This design comes from an exercise in tuning for a short achievable clock period and few clock cycles on the open sky130 flow, not from production work. The RTL was checked by simulation tests, not by an equivalence proof against the original design. Power is estimated from default activity; no workload was simulated.

[config.mk]
export PLATFORM = sky130hd
export DESIGN_NAME = mini_alu_core
export DESIGN_NICKNAME = mini_alu_core
export VERILOG_FILES = /design/flow/design.v
export SDC_FILE = /design/flow/constraint.sdc
export NUM_CORES = 4
export LEC_CHECK = 0
export CAP_MARGIN = 30
export CORE_MARGIN = 2
export CORE_UTILIZATION = 40
export SLEW_MARGIN = 40
[constraint.sdc]
create_clock -name core_clock -period 10.0 [get_ports {Clock}]
set_input_delay 2.0000 -clock core_clock [delete_from_list [all_inputs] [get_ports {Clock}]]
set_output_delay 2.0000 -clock core_clock [all_outputs]
set_load 0.01 [all_outputs]
[run.sh]
#!/bin/bash
# synth_recipe.tcl (not shown) runs the flow's synth.tcl, then flattens the netlist and writes it again
# the make line also repeats each setting of config.mk as NAME=value (left out here)
make -C /OpenROAD-flow-scripts/flow DESIGN_CONFIG=/design/flow/config.mk WORK_HOME=/design/flow/orfs CLKGATE_MAP_FILE= SYNTH_SCRIPT=/design/flow/synth_recipe.tcl finish
[design.v]
module mini_alu_core #(
    parameter int DATA_W  = 16,
    parameter int ADDR_W  = 8,
    parameter int DEPTH   = 254,
    parameter int IP_W    = 16,
    parameter int LED_W   = 8,
    localparam int INSTR_W = 4 + 3 * ADDR_W
) (
    input  logic               Clock,
    input  logic               Reset,
    input  logic               iRun,
    output logic [IP_W-1:0]    oIP,
    input  logic [INSTR_W-1:0] iInstruction,
    output logic [LED_W-1:0]   oLed,
    output logic               oBusy
);
    localparam logic [3:0] OP_ADD  = 4'd1;
    localparam logic [3:0] OP_SUB  = 4'd2;
    localparam logic [3:0] OP_SMUL = 4'd3;
    localparam logic [3:0] OP_STO  = 4'd4;
    localparam logic [3:0] OP_BLE  = 4'd5;
    localparam logic [3:0] OP_JMP  = 4'd6;
    localparam logic [3:0] OP_LED  = 4'd7;
    localparam int MUL_BITS = 88;
    function automatic logic readsS1(input logic [3:0] op);
        readsS1 = (op == OP_ADD) || (op == OP_SUB) || (op == OP_SMUL) || (op == OP_BLE) || (op == OP_LED);
    endfunction
    function automatic logic readsS0(input logic [3:0] op);
        readsS0 = (op == OP_ADD) || (op == OP_SUB) || (op == OP_SMUL) || (op == OP_BLE);
    endfunction
    logic [IP_W-1:0]       pc_q;
    logic                  irV_q;
    logic [INSTR_W-1:0]    ir_q;
    logic [IP_W-1:0]       irPcp1_q;
    logic                  irPred_q;
    logic [DEPTH-1:0]      irSelA_q, irSelB_q;
    logic                  eWen_q, eSub_q, eLed_q, eBle_q, eMul_q, ePred_q;
    logic [ADDR_W-1:0]     eDst_q;
    logic [IP_W-1:0]       eRedir_q;
    logic [DATA_W-1:0]     eOpA_q, eOpB_q;
    logic                  eAr_q, eA1_q, eA2_q, eAL_q, eAH_q;
    logic                  eBr_q, eB1_q, eB2_q, eBL_q, eBH_q;
    logic                  wWen_q, wMul_q;
    logic [ADDR_W-1:0]     wDst_q;
    logic [DATA_W-1:0]     wRes_q;
    logic [MUL_BITS-1:0]   mul_q;
    logic                  xWen_q;
    logic [ADDR_W-1:0]     xDst_q;
    logic [DATA_W-1:0]     xRes_q;
    logic [DATA_W-1:0]     rl_q, rh_q;
    logic [LED_W-1:0]      led_q;
    logic [DEPTH*DATA_W-1:0] rf_q;
    logic [3:0]            fOp;
    logic [ADDR_W-1:0]     fDst, fS1, fS0;
    logic                  fPred;
    logic [DEPTH-1:0]      fSelA, fSelB;
    logic [IP_W-1:0]       pcp1;
    assign fOp  = iInstruction[27:24];
    assign fDst = iInstruction[23:16];
    assign fS1  = iInstruction[15:8];
    assign fS0  = iInstruction[7:0];
    assign pcp1 = pc_q + 1'b1;
    assign fPred = (fOp == OP_JMP) ||
                   ((fOp == OP_BLE) && ((pc_q[IP_W-1:ADDR_W] != '0) || (fDst <= pc_q[ADDR_W-1:0])));
    always_comb begin
        for (int k = 0; k < DEPTH; k++) begin
            fSelA[k] = readsS1(fOp) && (fS1 == ADDR_W'(k));
            fSelB[k] = readsS0(fOp) && (fS0 == ADDR_W'(k));
        end
    end
    logic [3:0]            rOp;
    logic [ADDR_W-1:0]     rDst, rS1, rS0;
    logic                  rRdA, rRdB, rWen, rSto, rStall;
    logic                  rA1, rA2, rAL, rAH, rB1, rB2, rBL, rBH;
    logic [DATA_W-1:0]     rdA, rdB;
    assign rOp  = ir_q[27:24];
    assign rDst = ir_q[23:16];
    assign rS1  = ir_q[15:8];
    assign rS0  = ir_q[7:0];
    assign rRdA = irV_q && readsS1(rOp);
    assign rRdB = irV_q && readsS0(rOp);
    assign rSto = irV_q && (rOp == OP_STO);
    assign rWen = irV_q && ((rOp == OP_ADD) || (rOp == OP_SUB) || (rOp == OP_STO)) &&
                  (rDst < ADDR_W'(DEPTH));
    assign rAL = rRdA && (rS1 == ADDR_W'(254));
    assign rAH = rRdA && (rS1 == ADDR_W'(255));
    assign rBL = rRdB && (rS0 == ADDR_W'(254));
    assign rBH = rRdB && (rS0 == ADDR_W'(255));
    assign rA1 = rRdA && eWen_q && (eDst_q == rS1);
    assign rA2 = rRdA && wWen_q && (wDst_q == rS1) && !rA1;
    assign rB1 = rRdB && eWen_q && (eDst_q == rS0);
    assign rB2 = rRdB && wWen_q && (wDst_q == rS0) && !rB1;
    assign rStall = eMul_q && (rAL || rAH || rBL || rBH);
    always_comb begin
        rdA = rSto ? ir_q[15:0] : '0;
        rdB = '0;
        for (int k = 0; k < DEPTH; k++) begin
            rdA = rdA | ({DATA_W{irSelA_q[k]}} & rf_q[k*DATA_W +: DATA_W]);
            rdB = rdB | ({DATA_W{irSelB_q[k]}} & rf_q[k*DATA_W +: DATA_W]);
        end
    end
    logic [DATA_W-1:0]     ma, mb, eRes;
    logic                  eLe, eMiss;
    logic [MUL_BITS-1:0]   mul_d;
    assign ma = ({DATA_W{eAr_q}} & eOpA_q) | ({DATA_W{eA1_q}} & wRes_q) | ({DATA_W{eA2_q}} & xRes_q) |
                ({DATA_W{eAL_q}} & rl_q)   | ({DATA_W{eAH_q}} & rh_q);
    assign mb = ({DATA_W{eBr_q}} & eOpB_q) | ({DATA_W{eB1_q}} & wRes_q) | ({DATA_W{eB2_q}} & xRes_q) |
                ({DATA_W{eBL_q}} & rl_q)   | ({DATA_W{eBH_q}} & rh_q);
    assign eRes  = eSub_q ? (ma - mb) : (ma + mb);
    assign eLe   = $signed(ma) <= $signed(mb);
    assign eMiss = eBle_q && (eLe != ePred_q);
    logic [2*DATA_W-1:0]   mul_prod;
    wire bo0 = mb[0] ^ 1'b0;
    wire bt0 = (mb[1] & ~mb[0] & ~1'b0) | (~mb[1] & mb[0] & 1'b0);
    wire bn0 = mb[1];
    wire pp0_0 = ((bo0 & ma[0]) | (bt0 & 1'b0)) ^ bn0;
    wire pp0_1 = ((bo0 & ma[1]) | (bt0 & ma[0])) ^ bn0;
    wire pp0_2 = ((bo0 & ma[2]) | (bt0 & ma[1])) ^ bn0;
    wire pp0_3 = ((bo0 & ma[3]) | (bt0 & ma[2])) ^ bn0;
    wire pp0_4 = ((bo0 & ma[4]) | (bt0 & ma[3])) ^ bn0;
    wire pp0_5 = ((bo0 & ma[5]) | (bt0 & ma[4])) ^ bn0;
    wire pp0_6 = ((bo0 & ma[6]) | (bt0 & ma[5])) ^ bn0;
    wire pp0_7 = ((bo0 & ma[7]) | (bt0 & ma[6])) ^ bn0;
    wire pp0_8 = ((bo0 & ma[8]) | (bt0 & ma[7])) ^ bn0;
    wire pp0_9 = ((bo0 & ma[9]) | (bt0 & ma[8])) ^ bn0;
    wire pp0_10 = ((bo0 & ma[10]) | (bt0 & ma[9])) ^ bn0;
    wire pp0_11 = ((bo0 & ma[11]) | (bt0 & ma[10])) ^ bn0;
    wire pp0_12 = ((bo0 & ma[12]) | (bt0 & ma[11])) ^ bn0;
    wire pp0_13 = ((bo0 & ma[13]) | (bt0 & ma[12])) ^ bn0;
    wire pp0_14 = ((bo0 & ma[14]) | (bt0 & ma[13])) ^ bn0;
    wire pp0_15 = ((bo0 & ma[15]) | (bt0 & ma[14])) ^ bn0;
    wire pp0_16 = ((bo0 & ma[15]) | (bt0 & ma[15])) ^ bn0;
    wire bo1 = mb[2] ^ mb[1];
    wire bt1 = (mb[3] & ~mb[2] & ~mb[1]) | (~mb[3] & mb[2] & mb[1]);
    wire bn1 = mb[3];
    wire pp1_0 = ((bo1 & ma[0]) | (bt1 & 1'b0)) ^ bn1;
    wire pp1_1 = ((bo1 & ma[1]) | (bt1 & ma[0])) ^ bn1;
    wire pp1_2 = ((bo1 & ma[2]) | (bt1 & ma[1])) ^ bn1;
    wire pp1_3 = ((bo1 & ma[3]) | (bt1 & ma[2])) ^ bn1;
    wire pp1_4 = ((bo1 & ma[4]) | (bt1 & ma[3])) ^ bn1;
    wire pp1_5 = ((bo1 & ma[5]) | (bt1 & ma[4])) ^ bn1;
    wire pp1_6 = ((bo1 & ma[6]) | (bt1 & ma[5])) ^ bn1;
    wire pp1_7 = ((bo1 & ma[7]) | (bt1 & ma[6])) ^ bn1;
    wire pp1_8 = ((bo1 & ma[8]) | (bt1 & ma[7])) ^ bn1;
    wire pp1_9 = ((bo1 & ma[9]) | (bt1 & ma[8])) ^ bn1;
    wire pp1_10 = ((bo1 & ma[10]) | (bt1 & ma[9])) ^ bn1;
    wire pp1_11 = ((bo1 & ma[11]) | (bt1 & ma[10])) ^ bn1;
    wire pp1_12 = ((bo1 & ma[12]) | (bt1 & ma[11])) ^ bn1;
    wire pp1_13 = ((bo1 & ma[13]) | (bt1 & ma[12])) ^ bn1;
    wire pp1_14 = ((bo1 & ma[14]) | (bt1 & ma[13])) ^ bn1;
    wire pp1_15 = ((bo1 & ma[15]) | (bt1 & ma[14])) ^ bn1;
    wire pp1_16 = ((bo1 & ma[15]) | (bt1 & ma[15])) ^ bn1;
    wire bo2 = mb[4] ^ mb[3];
    wire bt2 = (mb[5] & ~mb[4] & ~mb[3]) | (~mb[5] & mb[4] & mb[3]);
    wire bn2 = mb[5];
    wire pp2_0 = ((bo2 & ma[0]) | (bt2 & 1'b0)) ^ bn2;
    wire pp2_1 = ((bo2 & ma[1]) | (bt2 & ma[0])) ^ bn2;
    wire pp2_2 = ((bo2 & ma[2]) | (bt2 & ma[1])) ^ bn2;
    wire pp2_3 = ((bo2 & ma[3]) | (bt2 & ma[2])) ^ bn2;
    wire pp2_4 = ((bo2 & ma[4]) | (bt2 & ma[3])) ^ bn2;
    wire pp2_5 = ((bo2 & ma[5]) | (bt2 & ma[4])) ^ bn2;
    wire pp2_6 = ((bo2 & ma[6]) | (bt2 & ma[5])) ^ bn2;
    wire pp2_7 = ((bo2 & ma[7]) | (bt2 & ma[6])) ^ bn2;
    wire pp2_8 = ((bo2 & ma[8]) | (bt2 & ma[7])) ^ bn2;
    wire pp2_9 = ((bo2 & ma[9]) | (bt2 & ma[8])) ^ bn2;
    wire pp2_10 = ((bo2 & ma[10]) | (bt2 & ma[9])) ^ bn2;
    wire pp2_11 = ((bo2 & ma[11]) | (bt2 & ma[10])) ^ bn2;
    wire pp2_12 = ((bo2 & ma[12]) | (bt2 & ma[11])) ^ bn2;
    wire pp2_13 = ((bo2 & ma[13]) | (bt2 & ma[12])) ^ bn2;
    wire pp2_14 = ((bo2 & ma[14]) | (bt2 & ma[13])) ^ bn2;
    wire pp2_15 = ((bo2 & ma[15]) | (bt2 & ma[14])) ^ bn2;
    wire pp2_16 = ((bo2 & ma[15]) | (bt2 & ma[15])) ^ bn2;
    wire bo3 = mb[6] ^ mb[5];
    wire bt3 = (mb[7] & ~mb[6] & ~mb[5]) | (~mb[7] & mb[6] & mb[5]);
    wire bn3 = mb[7];
    wire pp3_0 = ((bo3 & ma[0]) | (bt3 & 1'b0)) ^ bn3;
    wire pp3_1 = ((bo3 & ma[1]) | (bt3 & ma[0])) ^ bn3;
    wire pp3_2 = ((bo3 & ma[2]) | (bt3 & ma[1])) ^ bn3;
    wire pp3_3 = ((bo3 & ma[3]) | (bt3 & ma[2])) ^ bn3;
    wire pp3_4 = ((bo3 & ma[4]) | (bt3 & ma[3])) ^ bn3;
    wire pp3_5 = ((bo3 & ma[5]) | (bt3 & ma[4])) ^ bn3;
    wire pp3_6 = ((bo3 & ma[6]) | (bt3 & ma[5])) ^ bn3;
    wire pp3_7 = ((bo3 & ma[7]) | (bt3 & ma[6])) ^ bn3;
    wire pp3_8 = ((bo3 & ma[8]) | (bt3 & ma[7])) ^ bn3;
    wire pp3_9 = ((bo3 & ma[9]) | (bt3 & ma[8])) ^ bn3;
    wire pp3_10 = ((bo3 & ma[10]) | (bt3 & ma[9])) ^ bn3;
    wire pp3_11 = ((bo3 & ma[11]) | (bt3 & ma[10])) ^ bn3;
    wire pp3_12 = ((bo3 & ma[12]) | (bt3 & ma[11])) ^ bn3;
    wire pp3_13 = ((bo3 & ma[13]) | (bt3 & ma[12])) ^ bn3;
    wire pp3_14 = ((bo3 & ma[14]) | (bt3 & ma[13])) ^ bn3;
    wire pp3_15 = ((bo3 & ma[15]) | (bt3 & ma[14])) ^ bn3;
    wire pp3_16 = ((bo3 & ma[15]) | (bt3 & ma[15])) ^ bn3;
    wire bo4 = mb[8] ^ mb[7];
    wire bt4 = (mb[9] & ~mb[8] & ~mb[7]) | (~mb[9] & mb[8] & mb[7]);
    wire bn4 = mb[9];
    wire pp4_0 = ((bo4 & ma[0]) | (bt4 & 1'b0)) ^ bn4;
    wire pp4_1 = ((bo4 & ma[1]) | (bt4 & ma[0])) ^ bn4;
    wire pp4_2 = ((bo4 & ma[2]) | (bt4 & ma[1])) ^ bn4;
    wire pp4_3 = ((bo4 & ma[3]) | (bt4 & ma[2])) ^ bn4;
    wire pp4_4 = ((bo4 & ma[4]) | (bt4 & ma[3])) ^ bn4;
    wire pp4_5 = ((bo4 & ma[5]) | (bt4 & ma[4])) ^ bn4;
    wire pp4_6 = ((bo4 & ma[6]) | (bt4 & ma[5])) ^ bn4;
    wire pp4_7 = ((bo4 & ma[7]) | (bt4 & ma[6])) ^ bn4;
    wire pp4_8 = ((bo4 & ma[8]) | (bt4 & ma[7])) ^ bn4;
    wire pp4_9 = ((bo4 & ma[9]) | (bt4 & ma[8])) ^ bn4;
    wire pp4_10 = ((bo4 & ma[10]) | (bt4 & ma[9])) ^ bn4;
    wire pp4_11 = ((bo4 & ma[11]) | (bt4 & ma[10])) ^ bn4;
    wire pp4_12 = ((bo4 & ma[12]) | (bt4 & ma[11])) ^ bn4;
    wire pp4_13 = ((bo4 & ma[13]) | (bt4 & ma[12])) ^ bn4;
    wire pp4_14 = ((bo4 & ma[14]) | (bt4 & ma[13])) ^ bn4;
    wire pp4_15 = ((bo4 & ma[15]) | (bt4 & ma[14])) ^ bn4;
    wire pp4_16 = ((bo4 & ma[15]) | (bt4 & ma[15])) ^ bn4;
    wire bo5 = mb[10] ^ mb[9];
    wire bt5 = (mb[11] & ~mb[10] & ~mb[9]) | (~mb[11] & mb[10] & mb[9]);
    wire bn5 = mb[11];
    wire pp5_0 = ((bo5 & ma[0]) | (bt5 & 1'b0)) ^ bn5;
    wire pp5_1 = ((bo5 & ma[1]) | (bt5 & ma[0])) ^ bn5;
    wire pp5_2 = ((bo5 & ma[2]) | (bt5 & ma[1])) ^ bn5;
    wire pp5_3 = ((bo5 & ma[3]) | (bt5 & ma[2])) ^ bn5;
    wire pp5_4 = ((bo5 & ma[4]) | (bt5 & ma[3])) ^ bn5;
    wire pp5_5 = ((bo5 & ma[5]) | (bt5 & ma[4])) ^ bn5;
    wire pp5_6 = ((bo5 & ma[6]) | (bt5 & ma[5])) ^ bn5;
    wire pp5_7 = ((bo5 & ma[7]) | (bt5 & ma[6])) ^ bn5;
    wire pp5_8 = ((bo5 & ma[8]) | (bt5 & ma[7])) ^ bn5;
    wire pp5_9 = ((bo5 & ma[9]) | (bt5 & ma[8])) ^ bn5;
    wire pp5_10 = ((bo5 & ma[10]) | (bt5 & ma[9])) ^ bn5;
    wire pp5_11 = ((bo5 & ma[11]) | (bt5 & ma[10])) ^ bn5;
    wire pp5_12 = ((bo5 & ma[12]) | (bt5 & ma[11])) ^ bn5;
    wire pp5_13 = ((bo5 & ma[13]) | (bt5 & ma[12])) ^ bn5;
    wire pp5_14 = ((bo5 & ma[14]) | (bt5 & ma[13])) ^ bn5;
    wire pp5_15 = ((bo5 & ma[15]) | (bt5 & ma[14])) ^ bn5;
    wire pp5_16 = ((bo5 & ma[15]) | (bt5 & ma[15])) ^ bn5;
    wire bo6 = mb[12] ^ mb[11];
    wire bt6 = (mb[13] & ~mb[12] & ~mb[11]) | (~mb[13] & mb[12] & mb[11]);
    wire bn6 = mb[13];
    wire pp6_0 = ((bo6 & ma[0]) | (bt6 & 1'b0)) ^ bn6;
    wire pp6_1 = ((bo6 & ma[1]) | (bt6 & ma[0])) ^ bn6;
    wire pp6_2 = ((bo6 & ma[2]) | (bt6 & ma[1])) ^ bn6;
    wire pp6_3 = ((bo6 & ma[3]) | (bt6 & ma[2])) ^ bn6;
    wire pp6_4 = ((bo6 & ma[4]) | (bt6 & ma[3])) ^ bn6;
    wire pp6_5 = ((bo6 & ma[5]) | (bt6 & ma[4])) ^ bn6;
    wire pp6_6 = ((bo6 & ma[6]) | (bt6 & ma[5])) ^ bn6;
    wire pp6_7 = ((bo6 & ma[7]) | (bt6 & ma[6])) ^ bn6;
    wire pp6_8 = ((bo6 & ma[8]) | (bt6 & ma[7])) ^ bn6;
    wire pp6_9 = ((bo6 & ma[9]) | (bt6 & ma[8])) ^ bn6;
    wire pp6_10 = ((bo6 & ma[10]) | (bt6 & ma[9])) ^ bn6;
    wire pp6_11 = ((bo6 & ma[11]) | (bt6 & ma[10])) ^ bn6;
    wire pp6_12 = ((bo6 & ma[12]) | (bt6 & ma[11])) ^ bn6;
    wire pp6_13 = ((bo6 & ma[13]) | (bt6 & ma[12])) ^ bn6;
    wire pp6_14 = ((bo6 & ma[14]) | (bt6 & ma[13])) ^ bn6;
    wire pp6_15 = ((bo6 & ma[15]) | (bt6 & ma[14])) ^ bn6;
    wire pp6_16 = ((bo6 & ma[15]) | (bt6 & ma[15])) ^ bn6;
    wire bo7 = mb[14] ^ mb[13];
    wire bt7 = (mb[15] & ~mb[14] & ~mb[13]) | (~mb[15] & mb[14] & mb[13]);
    wire bn7 = mb[15];
    wire pp7_0 = ((bo7 & ma[0]) | (bt7 & 1'b0)) ^ bn7;
    wire pp7_1 = ((bo7 & ma[1]) | (bt7 & ma[0])) ^ bn7;
    wire pp7_2 = ((bo7 & ma[2]) | (bt7 & ma[1])) ^ bn7;
    wire pp7_3 = ((bo7 & ma[3]) | (bt7 & ma[2])) ^ bn7;
    wire pp7_4 = ((bo7 & ma[4]) | (bt7 & ma[3])) ^ bn7;
    wire pp7_5 = ((bo7 & ma[5]) | (bt7 & ma[4])) ^ bn7;
    wire pp7_6 = ((bo7 & ma[6]) | (bt7 & ma[5])) ^ bn7;
    wire pp7_7 = ((bo7 & ma[7]) | (bt7 & ma[6])) ^ bn7;
    wire pp7_8 = ((bo7 & ma[8]) | (bt7 & ma[7])) ^ bn7;
    wire pp7_9 = ((bo7 & ma[9]) | (bt7 & ma[8])) ^ bn7;
    wire pp7_10 = ((bo7 & ma[10]) | (bt7 & ma[9])) ^ bn7;
    wire pp7_11 = ((bo7 & ma[11]) | (bt7 & ma[10])) ^ bn7;
    wire pp7_12 = ((bo7 & ma[12]) | (bt7 & ma[11])) ^ bn7;
    wire pp7_13 = ((bo7 & ma[13]) | (bt7 & ma[12])) ^ bn7;
    wire pp7_14 = ((bo7 & ma[14]) | (bt7 & ma[13])) ^ bn7;
    wire pp7_15 = ((bo7 & ma[15]) | (bt7 & ma[14])) ^ bn7;
    wire pp7_16 = ((bo7 & ma[15]) | (bt7 & ma[15])) ^ bn7;
    wire fs1 = pp0_2 ^ pp1_0 ^ bn1;
    wire fc2 = (pp0_2 & pp1_0) | (pp0_2 & bn1) | (pp1_0 & bn1);
    wire fs3 = pp0_4 ^ pp1_2 ^ pp2_0;
    wire fc4 = (pp0_4 & pp1_2) | (pp0_4 & pp2_0) | (pp1_2 & pp2_0);
    wire fs5 = pp0_5 ^ pp1_3 ^ pp2_1;
    wire fc6 = (pp0_5 & pp1_3) | (pp0_5 & pp2_1) | (pp1_3 & pp2_1);
    wire fs7 = pp0_6 ^ pp1_4 ^ pp2_2;
    wire fc8 = (pp0_6 & pp1_4) | (pp0_6 & pp2_2) | (pp1_4 & pp2_2);
    wire fs9 = pp0_7 ^ pp1_5 ^ pp2_3;
    wire fc10 = (pp0_7 & pp1_5) | (pp0_7 & pp2_3) | (pp1_5 & pp2_3);
    wire fs11 = pp0_8 ^ pp1_6 ^ pp2_4;
    wire fc12 = (pp0_8 & pp1_6) | (pp0_8 & pp2_4) | (pp1_6 & pp2_4);
    wire fs13 = pp3_2 ^ pp4_0 ^ bn4;
    wire fc14 = (pp3_2 & pp4_0) | (pp3_2 & bn4) | (pp4_0 & bn4);
    wire fs15 = pp0_9 ^ pp1_7 ^ pp2_5;
    wire fc16 = (pp0_9 & pp1_7) | (pp0_9 & pp2_5) | (pp1_7 & pp2_5);
    wire fs17 = pp0_10 ^ pp1_8 ^ pp2_6;
    wire fc18 = (pp0_10 & pp1_8) | (pp0_10 & pp2_6) | (pp1_8 & pp2_6);
    wire fs19 = pp3_4 ^ pp4_2 ^ pp5_0;
    wire fc20 = (pp3_4 & pp4_2) | (pp3_4 & pp5_0) | (pp4_2 & pp5_0);
    wire fs21 = pp0_11 ^ pp1_9 ^ pp2_7;
    wire fc22 = (pp0_11 & pp1_9) | (pp0_11 & pp2_7) | (pp1_9 & pp2_7);
    wire fs23 = pp3_5 ^ pp4_3 ^ pp5_1;
    wire fc24 = (pp3_5 & pp4_3) | (pp3_5 & pp5_1) | (pp4_3 & pp5_1);
    wire fs25 = pp0_12 ^ pp1_10 ^ pp2_8;
    wire fc26 = (pp0_12 & pp1_10) | (pp0_12 & pp2_8) | (pp1_10 & pp2_8);
    wire fs27 = pp3_6 ^ pp4_4 ^ pp5_2;
    wire fc28 = (pp3_6 & pp4_4) | (pp3_6 & pp5_2) | (pp4_4 & pp5_2);
    wire fs29 = pp0_13 ^ pp1_11 ^ pp2_9;
    wire fc30 = (pp0_13 & pp1_11) | (pp0_13 & pp2_9) | (pp1_11 & pp2_9);
    wire fs31 = pp3_7 ^ pp4_5 ^ pp5_3;
    wire fc32 = (pp3_7 & pp4_5) | (pp3_7 & pp5_3) | (pp4_5 & pp5_3);
    wire fs33 = pp0_14 ^ pp1_12 ^ pp2_10;
    wire fc34 = (pp0_14 & pp1_12) | (pp0_14 & pp2_10) | (pp1_12 & pp2_10);
    wire fs35 = pp3_8 ^ pp4_6 ^ pp5_4;
    wire fc36 = (pp3_8 & pp4_6) | (pp3_8 & pp5_4) | (pp4_6 & pp5_4);
    wire fs37 = pp6_2 ^ pp7_0 ^ bn7;
    wire fc38 = (pp6_2 & pp7_0) | (pp6_2 & bn7) | (pp7_0 & bn7);
    wire fs39 = pp0_15 ^ pp1_13 ^ pp2_11;
    wire fc40 = (pp0_15 & pp1_13) | (pp0_15 & pp2_11) | (pp1_13 & pp2_11);
    wire fs41 = pp3_9 ^ pp4_7 ^ pp5_5;
    wire fc42 = (pp3_9 & pp4_7) | (pp3_9 & pp5_5) | (pp4_7 & pp5_5);
    wire fs43 = ~pp0_16 ^ pp1_14 ^ pp2_12;
    wire fc44 = (~pp0_16 & pp1_14) | (~pp0_16 & pp2_12) | (pp1_14 & pp2_12);
    wire fs45 = pp3_10 ^ pp4_8 ^ pp5_6;
    wire fc46 = (pp3_10 & pp4_8) | (pp3_10 & pp5_6) | (pp4_8 & pp5_6);
    wire fs47 = pp6_4 ^ pp7_2 ^ 1'b1;
    wire fc48 = (pp6_4 & pp7_2) | (pp6_4 & 1'b1) | (pp7_2 & 1'b1);
    wire fs49 = pp1_15 ^ pp2_13 ^ pp3_11;
    wire fc50 = (pp1_15 & pp2_13) | (pp1_15 & pp3_11) | (pp2_13 & pp3_11);
    wire fs51 = pp4_9 ^ pp5_7 ^ pp6_5;
    wire fc52 = (pp4_9 & pp5_7) | (pp4_9 & pp6_5) | (pp5_7 & pp6_5);
    wire fs53 = ~pp1_16 ^ pp2_14 ^ pp3_12;
    wire fc54 = (~pp1_16 & pp2_14) | (~pp1_16 & pp3_12) | (pp2_14 & pp3_12);
    wire fs55 = pp4_10 ^ pp5_8 ^ pp6_6;
    wire fc56 = (pp4_10 & pp5_8) | (pp4_10 & pp6_6) | (pp5_8 & pp6_6);
    wire fs57 = pp2_15 ^ pp3_13 ^ pp4_11;
    wire fc58 = (pp2_15 & pp3_13) | (pp2_15 & pp4_11) | (pp3_13 & pp4_11);
    wire fs59 = pp5_9 ^ pp6_7 ^ pp7_5;
    wire fc60 = (pp5_9 & pp6_7) | (pp5_9 & pp7_5) | (pp6_7 & pp7_5);
    wire fs61 = ~pp2_16 ^ pp3_14 ^ pp4_12;
    wire fc62 = (~pp2_16 & pp3_14) | (~pp2_16 & pp4_12) | (pp3_14 & pp4_12);
    wire fs63 = pp5_10 ^ pp6_8 ^ pp7_6;
    wire fc64 = (pp5_10 & pp6_8) | (pp5_10 & pp7_6) | (pp6_8 & pp7_6);
    wire fs65 = pp3_15 ^ pp4_13 ^ pp5_11;
    wire fc66 = (pp3_15 & pp4_13) | (pp3_15 & pp5_11) | (pp4_13 & pp5_11);
    wire fs67 = pp6_9 ^ pp7_7 ^ 1'b1;
    wire fc68 = (pp6_9 & pp7_7) | (pp6_9 & 1'b1) | (pp7_7 & 1'b1);
    wire fs69 = ~pp3_16 ^ pp4_14 ^ pp5_12;
    wire fc70 = (~pp3_16 & pp4_14) | (~pp3_16 & pp5_12) | (pp4_14 & pp5_12);
    wire fs71 = pp4_15 ^ pp5_13 ^ pp6_11;
    wire fc72 = (pp4_15 & pp5_13) | (pp4_15 & pp6_11) | (pp5_13 & pp6_11);
    wire fs73 = ~pp4_16 ^ pp5_14 ^ pp6_12;
    wire fc74 = (~pp4_16 & pp5_14) | (~pp4_16 & pp6_12) | (pp5_14 & pp6_12);
    wire fs75 = pp5_15 ^ pp6_13 ^ pp7_11;
    wire fc76 = (pp5_15 & pp6_13) | (pp5_15 & pp7_11) | (pp6_13 & pp7_11);
    wire fs77 = ~pp5_16 ^ pp6_14 ^ pp7_12;
    wire fc78 = (~pp5_16 & pp6_14) | (~pp5_16 & pp7_12) | (pp6_14 & pp7_12);
    wire fs79 = pp6_15 ^ pp7_13 ^ 1'b1;
    wire fc80 = (pp6_15 & pp7_13) | (pp6_15 & 1'b1) | (pp7_13 & 1'b1);
    wire fs81 = fc2 ^ pp0_3 ^ pp1_1;
    wire fc82 = (fc2 & pp0_3) | (fc2 & pp1_1) | (pp0_3 & pp1_1);
    wire fs83 = fc6 ^ fs7 ^ pp3_0;
    wire fc84 = (fc6 & fs7) | (fc6 & pp3_0) | (fs7 & pp3_0);
    wire fs85 = fc8 ^ fs9 ^ pp3_1;
    wire fc86 = (fc8 & fs9) | (fc8 & pp3_1) | (fs9 & pp3_1);
    wire fs87 = fc10 ^ fs11 ^ fs13;
    wire fc88 = (fc10 & fs11) | (fc10 & fs13) | (fs11 & fs13);
    wire fs89 = fc12 ^ fc14 ^ fs15;
    wire fc90 = (fc12 & fc14) | (fc12 & fs15) | (fc14 & fs15);
    wire fs91 = fc16 ^ fs17 ^ fs19;
    wire fc92 = (fc16 & fs17) | (fc16 & fs19) | (fs17 & fs19);
    wire fs93 = fc18 ^ fc20 ^ fs21;
    wire fc94 = (fc18 & fc20) | (fc18 & fs21) | (fc20 & fs21);
    wire fs95 = fc22 ^ fc24 ^ fs25;
    wire fc96 = (fc22 & fc24) | (fc22 & fs25) | (fc24 & fs25);
    wire fs97 = fs27 ^ pp6_0 ^ bn6;
    wire fc98 = (fs27 & pp6_0) | (fs27 & bn6) | (pp6_0 & bn6);
    wire fs99 = fc26 ^ fc28 ^ fs29;
    wire fc100 = (fc26 & fc28) | (fc26 & fs29) | (fc28 & fs29);
    wire fs101 = fc30 ^ fc32 ^ fs33;
    wire fc102 = (fc30 & fc32) | (fc30 & fs33) | (fc32 & fs33);
    wire fs103 = fc34 ^ fc36 ^ fc38;
    wire fc104 = (fc34 & fc36) | (fc34 & fc38) | (fc36 & fc38);
    wire fs105 = fs39 ^ fs41 ^ pp6_3;
    wire fc106 = (fs39 & fs41) | (fs39 & pp6_3) | (fs41 & pp6_3);
    wire fs107 = fc40 ^ fc42 ^ fs43;
    wire fc108 = (fc40 & fc42) | (fc40 & fs43) | (fc42 & fs43);
    wire fs109 = fc44 ^ fc46 ^ fc48;
    wire fc110 = (fc44 & fc46) | (fc44 & fc48) | (fc46 & fc48);
    wire fs111 = fs49 ^ fs51 ^ pp7_3;
    wire fc112 = (fs49 & fs51) | (fs49 & pp7_3) | (fs51 & pp7_3);
    wire fs113 = fc50 ^ fc52 ^ fs53;
    wire fc114 = (fc50 & fc52) | (fc50 & fs53) | (fc52 & fs53);
    wire fs115 = fc54 ^ fc56 ^ fs57;
    wire fc116 = (fc54 & fc56) | (fc54 & fs57) | (fc56 & fs57);
    wire fs117 = fc58 ^ fc60 ^ fs61;
    wire fc118 = (fc58 & fc60) | (fc58 & fs61) | (fc60 & fs61);
    wire fs119 = fc62 ^ fc64 ^ fs65;
    wire fc120 = (fc62 & fc64) | (fc62 & fs65) | (fc64 & fs65);
    wire fs121 = fc66 ^ fc68 ^ fs69;
    wire fc122 = (fc66 & fc68) | (fc66 & fs69) | (fc68 & fs69);
    wire fs123 = fc70 ^ fs71 ^ pp7_9;
    wire fc124 = (fc70 & fs71) | (fc70 & pp7_9) | (fs71 & pp7_9);
    wire fs125 = fc72 ^ fs73 ^ pp7_10;
    wire fc126 = (fc72 & fs73) | (fc72 & pp7_10) | (fs73 & pp7_10);
    wire fs127 = fc74 ^ fs75 ^ 1'b1;
    wire fc128 = (fc74 & fs75) | (fc74 & 1'b1) | (fs75 & 1'b1);
    wire fs129 = fc80 ^ ~pp6_16 ^ pp7_14;
    wire fc130 = (fc80 & ~pp6_16) | (fc80 & pp7_14) | (~pp6_16 & pp7_14);
    assign mul_d = {1'b1, ~pp7_16, 1'b1, pp7_15, fc130, fs129, fs79, fc78, fs77, fc76, fc128, fs127, fc126, fs125, fc124, 1'b1, fs123, fc122, pp7_8, pp6_10, fs121, fc120, fs67, fs119, fc118, fs63, fs117, fc116, 1'b1, fs59, fs115, fc114, pp7_4, fs55, fs113, fc112, fc110, 1'b1, fs111, fs109, fc108, fs47, fs45, fs107, fc106, fc104, pp7_1, fs105, fs103, fc102, fs37, fs35, fs101, fc100, pp6_1, fs31, fs99, fc98, fc96, fs97, fs95, fc94, fs23, fs93, fc92, bn5, fs91, fc90, pp4_1, pp3_3, fs89, fc88, fs87, fc86, fs85, fc84, bn3, fs83, fs5, fc4, bn2, fs3, fc82, fs81, fs1, pp0_1, bn0, pp0_0};
    wire fs131 = mul_q[5] ^ mul_q[6] ^ mul_q[7];
    wire fc132 = (mul_q[5] & mul_q[6]) | (mul_q[5] & mul_q[7]) | (mul_q[6] & mul_q[7]);
    wire fs133 = mul_q[16] ^ mul_q[17] ^ mul_q[18];
    wire fc134 = (mul_q[16] & mul_q[17]) | (mul_q[16] & mul_q[18]) | (mul_q[17] & mul_q[18]);
    wire fs135 = mul_q[20] ^ mul_q[21] ^ mul_q[22];
    wire fc136 = (mul_q[20] & mul_q[21]) | (mul_q[20] & mul_q[22]) | (mul_q[21] & mul_q[22]);
    wire fs137 = mul_q[23] ^ mul_q[24] ^ mul_q[25];
    wire fc138 = (mul_q[23] & mul_q[24]) | (mul_q[23] & mul_q[25]) | (mul_q[24] & mul_q[25]);
    wire fs139 = mul_q[26] ^ mul_q[27] ^ mul_q[28];
    wire fc140 = (mul_q[26] & mul_q[27]) | (mul_q[26] & mul_q[28]) | (mul_q[27] & mul_q[28]);
    wire fs141 = mul_q[29] ^ mul_q[30] ^ mul_q[31];
    wire fc142 = (mul_q[29] & mul_q[30]) | (mul_q[29] & mul_q[31]) | (mul_q[30] & mul_q[31]);
    wire fs143 = mul_q[34] ^ mul_q[35] ^ mul_q[36];
    wire fc144 = (mul_q[34] & mul_q[35]) | (mul_q[34] & mul_q[36]) | (mul_q[35] & mul_q[36]);
    wire fs145 = mul_q[38] ^ mul_q[39] ^ mul_q[40];
    wire fc146 = (mul_q[38] & mul_q[39]) | (mul_q[38] & mul_q[40]) | (mul_q[39] & mul_q[40]);
    wire fs147 = mul_q[42] ^ mul_q[43] ^ mul_q[44];
    wire fc148 = (mul_q[42] & mul_q[43]) | (mul_q[42] & mul_q[44]) | (mul_q[43] & mul_q[44]);
    wire fs149 = mul_q[47] ^ mul_q[48] ^ mul_q[49];
    wire fc150 = (mul_q[47] & mul_q[48]) | (mul_q[47] & mul_q[49]) | (mul_q[48] & mul_q[49]);
    wire fs151 = mul_q[51] ^ mul_q[52] ^ mul_q[53];
    wire fc152 = (mul_q[51] & mul_q[52]) | (mul_q[51] & mul_q[53]) | (mul_q[52] & mul_q[53]);
    wire fs153 = mul_q[56] ^ mul_q[57] ^ mul_q[58];
    wire fc154 = (mul_q[56] & mul_q[57]) | (mul_q[56] & mul_q[58]) | (mul_q[57] & mul_q[58]);
    wire fs155 = mul_q[60] ^ mul_q[61] ^ mul_q[62];
    wire fc156 = (mul_q[60] & mul_q[61]) | (mul_q[60] & mul_q[62]) | (mul_q[61] & mul_q[62]);
    wire fs157 = mul_q[63] ^ mul_q[64] ^ mul_q[65];
    wire fc158 = (mul_q[63] & mul_q[64]) | (mul_q[63] & mul_q[65]) | (mul_q[64] & mul_q[65]);
    wire fs159 = mul_q[66] ^ mul_q[67] ^ mul_q[68];
    wire fc160 = (mul_q[66] & mul_q[67]) | (mul_q[66] & mul_q[68]) | (mul_q[67] & mul_q[68]);
    wire fs161 = mul_q[70] ^ mul_q[71] ^ mul_q[72];
    wire fc162 = (mul_q[70] & mul_q[71]) | (mul_q[70] & mul_q[72]) | (mul_q[71] & mul_q[72]);
    wire fs163 = mul_q[77] ^ mul_q[78] ^ mul_q[79];
    wire fc164 = (mul_q[77] & mul_q[78]) | (mul_q[77] & mul_q[79]) | (mul_q[78] & mul_q[79]);
    wire fs165 = mul_q[83] ^ mul_q[84] ^ mul_q[85];
    wire fc166 = (mul_q[83] & mul_q[84]) | (mul_q[83] & mul_q[85]) | (mul_q[84] & mul_q[85]);
    wire fs167 = fc132 ^ mul_q[8] ^ mul_q[9];
    wire fc168 = (fc132 & mul_q[8]) | (fc132 & mul_q[9]) | (mul_q[8] & mul_q[9]);
    wire fs169 = fc140 ^ fs141 ^ mul_q[32];
    wire fc170 = (fc140 & fs141) | (fc140 & mul_q[32]) | (fs141 & mul_q[32]);
    wire fs171 = fc142 ^ fs143 ^ mul_q[37];
    wire fc172 = (fc142 & fs143) | (fc142 & mul_q[37]) | (fs143 & mul_q[37]);
    wire fs173 = fc144 ^ fs145 ^ mul_q[41];
    wire fc174 = (fc144 & fs145) | (fc144 & mul_q[41]) | (fs145 & mul_q[41]);
    wire fs175 = fc146 ^ fs147 ^ mul_q[45];
    wire fc176 = (fc146 & fs147) | (fc146 & mul_q[45]) | (fs147 & mul_q[45]);
    wire fs177 = fc148 ^ fs149 ^ mul_q[50];
    wire fc178 = (fc148 & fs149) | (fc148 & mul_q[50]) | (fs149 & mul_q[50]);
    wire fs179 = fc150 ^ fs151 ^ mul_q[54];
    wire fc180 = (fc150 & fs151) | (fc150 & mul_q[54]) | (fs151 & mul_q[54]);
    wire fs181 = fc152 ^ fs153 ^ mul_q[59];
    wire fc182 = (fc152 & fs153) | (fc152 & mul_q[59]) | (fs153 & mul_q[59]);
    wire fs183 = fc158 ^ fs159 ^ mul_q[69];
    wire fc184 = (fc158 & fs159) | (fc158 & mul_q[69]) | (fs159 & mul_q[69]);
    wire fs185 = fc162 ^ mul_q[73] ^ mul_q[74];
    wire fc186 = (fc162 & mul_q[73]) | (fc162 & mul_q[74]) | (mul_q[73] & mul_q[74]);
    wire fs187 = fc164 ^ mul_q[80] ^ mul_q[81];
    wire fc188 = (fc164 & mul_q[80]) | (fc164 & mul_q[81]) | (mul_q[80] & mul_q[81]);
    wire fs189 = fc168 ^ mul_q[10] ^ mul_q[11];
    wire fc190 = (fc168 & mul_q[10]) | (fc168 & mul_q[11]) | (mul_q[10] & mul_q[11]);
    wire fs191 = fc174 ^ fs175 ^ mul_q[46];
    wire fc192 = (fc174 & fs175) | (fc174 & mul_q[46]) | (fs175 & mul_q[46]);
    wire fs193 = fc178 ^ fs179 ^ mul_q[55];
    wire fc194 = (fc178 & fs179) | (fc178 & mul_q[55]) | (fs179 & mul_q[55]);
    wire fs195 = fc182 ^ fc154 ^ fs155;
    wire fc196 = (fc182 & fc154) | (fc182 & fs155) | (fc154 & fs155);
    wire fs197 = fc184 ^ fc160 ^ fs161;
    wire fc198 = (fc184 & fc160) | (fc184 & fs161) | (fc160 & fs161);
    wire fs199 = fc186 ^ mul_q[75] ^ mul_q[76];
    wire fc200 = (fc186 & mul_q[75]) | (fc186 & mul_q[76]) | (mul_q[75] & mul_q[76]);
    wire fs201 = fc190 ^ mul_q[12] ^ mul_q[13];
    wire fc202 = (fc190 & mul_q[12]) | (fc190 & mul_q[13]) | (mul_q[12] & mul_q[13]);
    wire fs203 = fc192 ^ fc176 ^ fs177;
    wire fc204 = (fc192 & fc176) | (fc192 & fs177) | (fc176 & fs177);
    wire fs205 = fc194 ^ fc180 ^ fs181;
    wire fc206 = (fc194 & fc180) | (fc194 & fs181) | (fc180 & fs181);
    wire fs207 = fc196 ^ fc156 ^ fs157;
    wire fc208 = (fc196 & fc156) | (fc196 & fs157) | (fc156 & fs157);
    wire fs209 = fc202 ^ mul_q[14] ^ mul_q[15];
    wire fc210 = (fc202 & mul_q[14]) | (fc202 & mul_q[15]) | (mul_q[14] & mul_q[15]);
    wire fs211 = fc210 ^ fs133 ^ mul_q[19];
    wire fc212 = (fc210 & fs133) | (fc210 & mul_q[19]) | (fs133 & mul_q[19]);
    wire fs213 = fc212 ^ fc134 ^ fs135;
    wire fc214 = (fc212 & fc134) | (fc212 & fs135) | (fc134 & fs135);
    wire fs215 = fc214 ^ fc136 ^ fs137;
    wire fc216 = (fc214 & fc136) | (fc214 & fs137) | (fc136 & fs137);
    wire fs217 = fc216 ^ fc138 ^ fs139;
    wire fc218 = (fc216 & fc138) | (fc216 & fs139) | (fc138 & fs139);
    wire fs219 = fc218 ^ fs169 ^ mul_q[33];
    wire fc220 = (fc218 & fs169) | (fc218 & mul_q[33]) | (fs169 & mul_q[33]);
    wire fs221 = fc220 ^ fc170 ^ fs171;
    wire fc222 = (fc220 & fc170) | (fc220 & fs171) | (fc170 & fs171);
    wire fs223 = fc222 ^ fc172 ^ fs173;
    wire fc224 = (fc222 & fc172) | (fc222 & fs173) | (fc172 & fs173);
    wire [31:0] mrow0 = {mul_q[87], fc166, fs165, fc188, fs187, fc200, fs199, fc198, fs197, fc208, fs207, fc206, fs205, fc204, fs203, fc224, fs223, fs221, fs219, fs217, fs215, fs213, fs211, fs209, fs201, fs189, fs167, fs131, mul_q[4], mul_q[3], mul_q[2], mul_q[0]};
    wire [31:0] mrow1 = {1'b0, mul_q[86], 1'b0, mul_q[82], 1'b0, fs163, 1'b0, fs185, 1'b0, fs183, 1'b0, fs195, 1'b0, fs193, 1'b0, fs191, 1'b0, 1'b0, 1'b0, 1'b0, 1'b0, 1'b0, 1'b0, 1'b0, 1'b0, 1'b0, 1'b0, 1'b0, 1'b0, 1'b0, 1'b0, mul_q[1]};
    assign mul_prod = mrow0 + mrow1;
    always_ff @(posedge Clock or posedge Reset) begin
        if (Reset) begin
            pc_q    <= '0;
            irV_q   <= 1'b0;
            eWen_q  <= 1'b0;
            eLed_q  <= 1'b0;
            eBle_q  <= 1'b0;
            eMul_q  <= 1'b0;
            wWen_q  <= 1'b0;
            wMul_q  <= 1'b0;
            xWen_q  <= 1'b0;
            led_q   <= '0;
            rl_q    <= '0;
            rh_q    <= '0;
        end else begin
            if (iRun) begin
                if (eMiss) begin
                    pc_q  <= eRedir_q;
                    irV_q <= 1'b0;
                end else if (!rStall) begin
                    pc_q  <= fPred ? IP_W'(fDst) : pcp1;
                    irV_q <= 1'b1;
                end
                if (eMiss || rStall) begin
                    eWen_q <= 1'b0;
                    eLed_q <= 1'b0;
                    eBle_q <= 1'b0;
                    eMul_q <= 1'b0;
                end else begin
                    eWen_q <= rWen;
                    eLed_q <= irV_q && (rOp == OP_LED);
                    eBle_q <= irV_q && (rOp == OP_BLE);
                    eMul_q <= irV_q && (rOp == OP_SMUL);
                end
                wWen_q <= eWen_q;
                wMul_q <= eMul_q;
                xWen_q <= wWen_q;
                if (eLed_q) led_q <= ma[LED_W-1:0];
            end
            if (wMul_q) {rh_q, rl_q} <= mul_prod;
        end
    end
    always_ff @(posedge Clock) begin
        if (iRun) begin
            if (!rStall) begin
                ir_q     <= iInstruction;
                irPcp1_q <= pcp1;
                irPred_q <= fPred;
                irSelA_q <= fSelA;
                irSelB_q <= fSelB;
            end
            eSub_q   <= rOp == OP_SUB;
            ePred_q  <= irPred_q;
            eDst_q   <= rDst;
            eRedir_q <= irPred_q ? irPcp1_q : IP_W'(rDst);
            eOpA_q   <= rdA;
            eOpB_q   <= rdB;
            eAr_q    <= !(rA1 || rA2 || rAL || rAH);
            eA1_q    <= rA1;
            eA2_q    <= rA2;
            eAL_q    <= rAL;
            eAH_q    <= rAH;
            eBr_q    <= !(rB1 || rB2 || rBL || rBH);
            eB1_q    <= rB1;
            eB2_q    <= rB2;
            eBL_q    <= rBL;
            eBH_q    <= rBH;
            wDst_q   <= eDst_q;
            wRes_q   <= eRes;
            mul_q    <= mul_d;
            xDst_q   <= wDst_q;
            xRes_q   <= wRes_q;
        end
    end
    for (genvar k = 0; k < DEPTH; k++) begin : g_rf
        always_ff @(posedge Clock) begin
            if (wWen_q && (wDst_q == ADDR_W'(k))) rf_q[k*DATA_W +: DATA_W] <= wRes_q;
        end
    end
    assign oIP   = pc_q;
    assign oLed  = led_q;
    assign oBusy = wMul_q;
endmodule
==> impl_metrics.csv <==
group,metric,value,unit
outcome,status,"did not finish",
outcome,failed_stage,"global routing (5_1_grt)",
outcome,tool.error,"[ERROR GRT-0116] Global routing finished with congestion. Check the congestion regions in the DRC Viewer.",
placement,place.gp.congestion,1.51,
floorplan,die_h,721,um
synthesis,ys_warn_count,1,
global_route,grt_max_degree,253,
cts,postCtsHoldBufs,0,
placement,port_buffers,55,
synthesis,ys_ff_latch,4871,
synthesis,synthArstFlopShare,1.29,%
cts,cts-resized-gates,0,
floorplan,initial_utilization,40.1,%
synthesis,mappedNetlistArea,0.206,mm^2
cts,htreeDepth,6,
floorplan,row_count,263,
cts,cts_root_buffer,"clkbuf_16",
cts,cts_setup_buffers,0,
synthesis,synth_cell_type_count,79,
cts,clock-sinks,4871,
synthesis,ys_seq_area_share,70.9,%
placement,hpwl,1860000,um
synthesis,synth_edf_count,4808,
synthesis,synth_flop_cell,"edfxtp_1",
floorplan,io_pins,56,
floorplan,die_w,721,um
global_route,first_global_vias,246000,
cts,numCtsBuffers,558,
synthesis,syn_avg_cell_area,15.1,um^2
global_route,grtUsageTotal,109,%
placement,placed_cells,21000,
cts,cts.path.max_buffers,4,
global_route,grt_pass1_wl,3650000,um
synthesis,postSynthCellCount,13700,
synthesis,synth_nets,13900,
global_route,overflow,50900,
-- synth_stat cells, types with 28 or more instances --
cell      count  area share [%]
a21oi_1     175            0.43
o221ai_1     48            0.20
o22ai_1      97            0.29
or4_1        51            0.19
clkbuf_1   1275             2.3
a221oi_1   1592             6.8
nand2_1     230            0.42
xor2_1       36            0.15
o21ai_0     141            0.34
a22o_1     1569             6.7
edfxtp_1   4808              70
nor2b_1      28           0.085
nand3_1     132            0.32
buf_1        33           0.060
nand4_1     633             1.9
nor3_1       50            0.12
nor4_1      122            0.37
ha_1         58            0.35
nor2_1      922             1.7
dfrtp_1      63            0.77
a22oi_1     998             3.6
fa_1        102            0.99
inv_1       132            0.24
xnor2_1      68            0.29
-- kinds of logic after synthesis --
kind of cell	Yosys count	share of synthesized area [%]
muxes	37	0.199
xor gates and xnor gates	104	0.443
DFF	4871	70.9
and+or+nand+nor	2258	5.44
adders and majority gates	160	1.34
buffers and inverters	1461	2.68
AOI/OAI and AO/OA	4779	19.0
-- layer usage --
layer | track usage (%) | overflow
met1 | 105 | 10300
met2 | 120 | 24400
met3 | 105 | 8156
met4 | 107 | 7270
met5 | 96.8 | 831
-- metrics by stage --
stage               setup WS [ns]  setup TNS, ns  power [W]  hold slack, ns  cell area [um^2]
global placement             2.92              0     0.0370           0.439            225000
CTS                          3.24              0     0.0577           0.481            248000
floorplan                   -2.76        -968.66     0.0304           0.422            206000
detailed placement           3.26              0     0.0370           0.463            230000
-- worst max path at each step --
| stage | slack, ns | cells after the start | start | endpoint |
|---|---|---|---|---|
| after global placement | 2.92 | 24 | mul_q[6] | rh_q[14] |
| after floorplan | -2.76 | 7 | iRun | pc_q[10] |
| after CTS | 3.24 | 25 | mul_q[5] | rh_q[13] |
| after detailed placement | 3.26 | 25 | mul_q[5] | rh_q[13] |
-- power by group through the flow --
| stage | registers [W] | logic (W) | clock network (W) |
|---|---|---|---|
| floorplan | 0.0265 | 0.00387 | 0 |
| detailed placement | 0.0255 | 0.0115 | 0 |
| global placement | 0.0255 | 0.0114 | 0 |
| CTS | 0.0251 | 0.0116 | 0.0211 |
Testbench counts, summed over its fixed seeds: cycles 27,253.
